This design comes from an exercise in tuning for small area, a short achievable clock period and few clock cycles per item on the open sky130 flow, not from production work.
Only simulation tests tie the RTL to the original design; equivalence was not proved.

Design octahedral_normal_encoder_unit, start of the top module:
module octahedral_normal_encoder_unit #(
    parameter int COMP_WIDTH = 16
) (
    input  logic                         i_clk,
    input  logic                         i_rst_n,
    input  logic                         i_valid,
    output logic                         o_stall,
    input  logic signed [COMP_WIDTH-1:0] i_comp_x,
    input  logic signed [COMP_WIDTH-1:0] i_comp_y,
    input  logic signed [COMP_WIDTH-1:0] i_comp_z,
    output logic                         o_valid,
    input  logic                         i_stall,
    output logic [31:0]                  o_packed_oct,
    output logic                         o_zero_vector
);
==> flow/config.mk <==
export PLATFORM = sky130hd
export DESIGN_NAME = octahedral_normal_encoder_unit
export DESIGN_NICKNAME = octahedral_normal_encoder_unit
export VERILOG_FILES = /design/flow/design.v
export SDC_FILE = /design/flow/constraint.sdc
export NUM_CORES = 4
export LEC_CHECK = 0
export ABC_AREA = 1
export CAP_MARGIN = 20
export CORE_MARGIN = 2
export CORE_UTILIZATION = 55
export CTS_BUF_LIST = sky130_fd_sc_hd__clkbuf_4 sky130_fd_sc_hd__clkbuf_8
export SETUP_SLACK_MARGIN = 1.7
export SLEW_MARGIN = 20
export SYNTH_HIERARCHICAL = 1
export SYNTH_MINIMUM_KEEP_SIZE = 0
==> flow/constraint.sdc <==
create_clock -name core_clock -period 5.0 [get_ports {i_clk}]
set_input_delay 1.0000 -clock core_clock [delete_from_list [all_inputs] [get_ports {i_clk}]]
set_output_delay 1.0000 -clock core_clock [all_outputs]
set_load 0.01 [all_outputs]
run.sh (not shown) runs the stock make flow with config.mk's settings and CLKGATE_MAP_FILE= SYNTH_SCRIPT=/design/flow/synth_recipe.tcl, a recipe that flattens the netlist after the stock synthesis.
The baseline produced a clean layout.
Testbench counts at the start, summed over its fixed seeds: cycles 12,152, items 12,000.
Change:
Settings changed: ABC_AREA 1 to unset.
What happened:
- wire length decreases by about 8%
- worst hold slack is better by 0.026 ns
- sequential share of layout area increases by 2.0 points
Change:
Settings changed: SETUP_SLACK_MARGIN 1.7 to 2.0.
The new run completed with no timing, DRC or antenna violations.
Core utilization is higher by 1.7 points.
Die area does not change.
Via count is higher by 1.5%.
Design area is higher by 2.8%.
Wire length is higher by 2.7%.
Count of clock-buffer cells in the layout is unchanged.
Setup slack improved by 0.22 ns.
Change:
Settings changed: CORE_UTILIZATION 55 to 70, SETUP_SLACK_MARGIN 2.0 to 1.9.
- routed wire length went down by a few percent
- flip-flop and latch count does not change
- via count rose slightly

---

Starting RTL as in the previous note.
==> flow/design.v (excerpt) <==
module octahedral_normal_encoder_unit #(
    parameter int COMP_WIDTH = 16
) (
    input  logic                         i_clk,
    input  logic                         i_rst_n,
    input  logic                         i_valid,
    output logic                         o_stall,
    input  logic signed [COMP_WIDTH-1:0] i_comp_x,
    input  logic signed [COMP_WIDTH-1:0] i_comp_y,
    input  logic signed [COMP_WIDTH-1:0] i_comp_z,
    output logic                         o_valid,
    input  logic                         i_stall,
    output logic [31:0]                  o_packed_oct,
    output logic                         o_zero_vector
);
    localparam int LW = octne_pkg::LW;
    localparam int QB = octne_pkg::QBITS;
    localparam int RW = LW + 1;               
    localparam logic [QB-2:0] REGMASK = 14'b11_1111_1111_1111;
    localparam int LB = QB - 1;
    localparam int REC = 3 + LW + 2 * (RW + LB);
    logic w_adv;              
    logic r_hv;               
    logic w_fin_v;            
    assign w_adv   = ~(r_hv & i_stall);
    assign o_stall = ~w_adv;
    assign o_valid = r_hv;
    always_ff @(posedge i_clk) begin
        if (!i_rst_n) begin
            r_hv <= 1'b0;
        end else if (w_adv) begin
            r_hv <= w_fin_v;
        end
    end
    logic                  w_sx, w_sy, w_sz;
    logic [COMP_WIDTH-1:0] n_ax, n_ay, n_az;
    logic [COMP_WIDTH-1:0] w_au, w_av;
    logic [COMP_WIDTH-1:0] n_cs, n_cl, n_cu, n_cv;
    logic [COMP_WIDTH-1:0] r0_cs, r0_cl, r0_cu, r0_cv;
    logic                  r0_nx, r0_ny, r0_fold, r0_v;
    assign w_sx = i_comp_x[COMP_WIDTH-1];
    assign w_sy = i_comp_y[COMP_WIDTH-1];
    assign w_sz = i_comp_z[COMP_WIDTH-1];
    octne_add #(.W(COMP_WIDTH), .BW(0)) u_abs_x (
        .i_a(i_comp_x ^ {COMP_WIDTH{w_sx}}), .i_b('0), .i_cin(w_sx), .o_s(n_ax));
    octne_add #(.W(COMP_WIDTH), .BW(0)) u_abs_y (
        .i_a(i_comp_y ^ {COMP_WIDTH{w_sy}}), .i_b('0), .i_cin(w_sy), .o_s(n_ay));
    octne_add #(.W(COMP_WIDTH), .BW(0)) u_abs_z (
        .i_a(i_comp_z ^ {COMP_WIDTH{w_sz}}), .i_b('0), .i_cin(w_sz), .o_s(n_az));
    always_comb begin
        w_au = w_sz ? n_ay : n_ax;
  ...
export LEC_CHECK = 0
export CAP_MARGIN = 20
export CORE_MARGIN = 2
export CORE_UTILIZATION = 55
export CTS_BUF_LIST = sky130_fd_sc_hd__clkbuf_4 sky130_fd_sc_hd__clkbuf_8
export SETUP_SLACK_MARGIN = 2.15
export SLEW_MARGIN = 20
export SYNTH_HIERARCHICAL = 1
export SYNTH_MINIMUM_KEEP_SIZE = 0
create_clock -name core_clock -period 5.0 [get_ports {i_clk}]
The first run passed the timing, design-rule and antenna checks.
Testbench counts at the start, summed over its fixed seeds: cycles 12,152, items 12,000.
==> next run, changes <==
- CORE_UTILIZATION: 55 -> 65
- SETUP_SLACK_MARGIN: 2.15 -> 2.0
Outcome: The changed run ran to the end with no violations; cell count fell by about 7%; maximum frequency is lower by 0.47%; routed wire length came out lower by 5.1%.

## afterwards: timing with drivers on the ports
The results above use ideal ports. As a check the final layouts listed here were re-extracted and re-timed, cells and wires unchanged. Step 1 (the two cells are an assumption about what drives the block):
set clk [get_ports {i_clk}]
set_driving_cell -lib_cell sky130_fd_sc_hd__clkbuf_16 $clk
set_driving_cell -lib_cell sky130_fd_sc_hd__buf_2 [delete_from_list [all_inputs] $clk]
Step 2 moves the port delays by t, midway between the first and last clock arrival at a register: inputs arrive t later, outputs are due t later. That takes back most of the time a late clock gives input paths. Three values: no drivers, after step 1, after step 2; two values: the first two.
run | shift t [ns] | slack for setup (ns) | latest minus earliest clock arrival (ns)
the first run of note 1 | 1.011 | 1.836 / 1.867 / 0.881 | 0.090 / 0.091
the second run of note 1 | 0.994 | 1.782 / 1.828 / 0.841 | 0.069 / 0.069
the third run of note 1 | 0.997 | 1.999 / 1.999 / 1.109 | 0.074 / 0.074
the fourth run of note 1 | 0.995 | 1.959 / 1.959 / 1.105 | 0.053 / 0.054
the first run of note 2 | 0.993 | 2.029 / 2.029 / 1.217 | 0.071 / 0.071
the second run of note 2 | 1.009 | 2.015 / 2.015 / 1.069 | 0.052 / 0.052
After both steps every run listed still meets setup and hold. The setup slack of the first run of note 1, which loses most, moves by +0.031 ns with the drivers and by -0.955 ns with both steps.
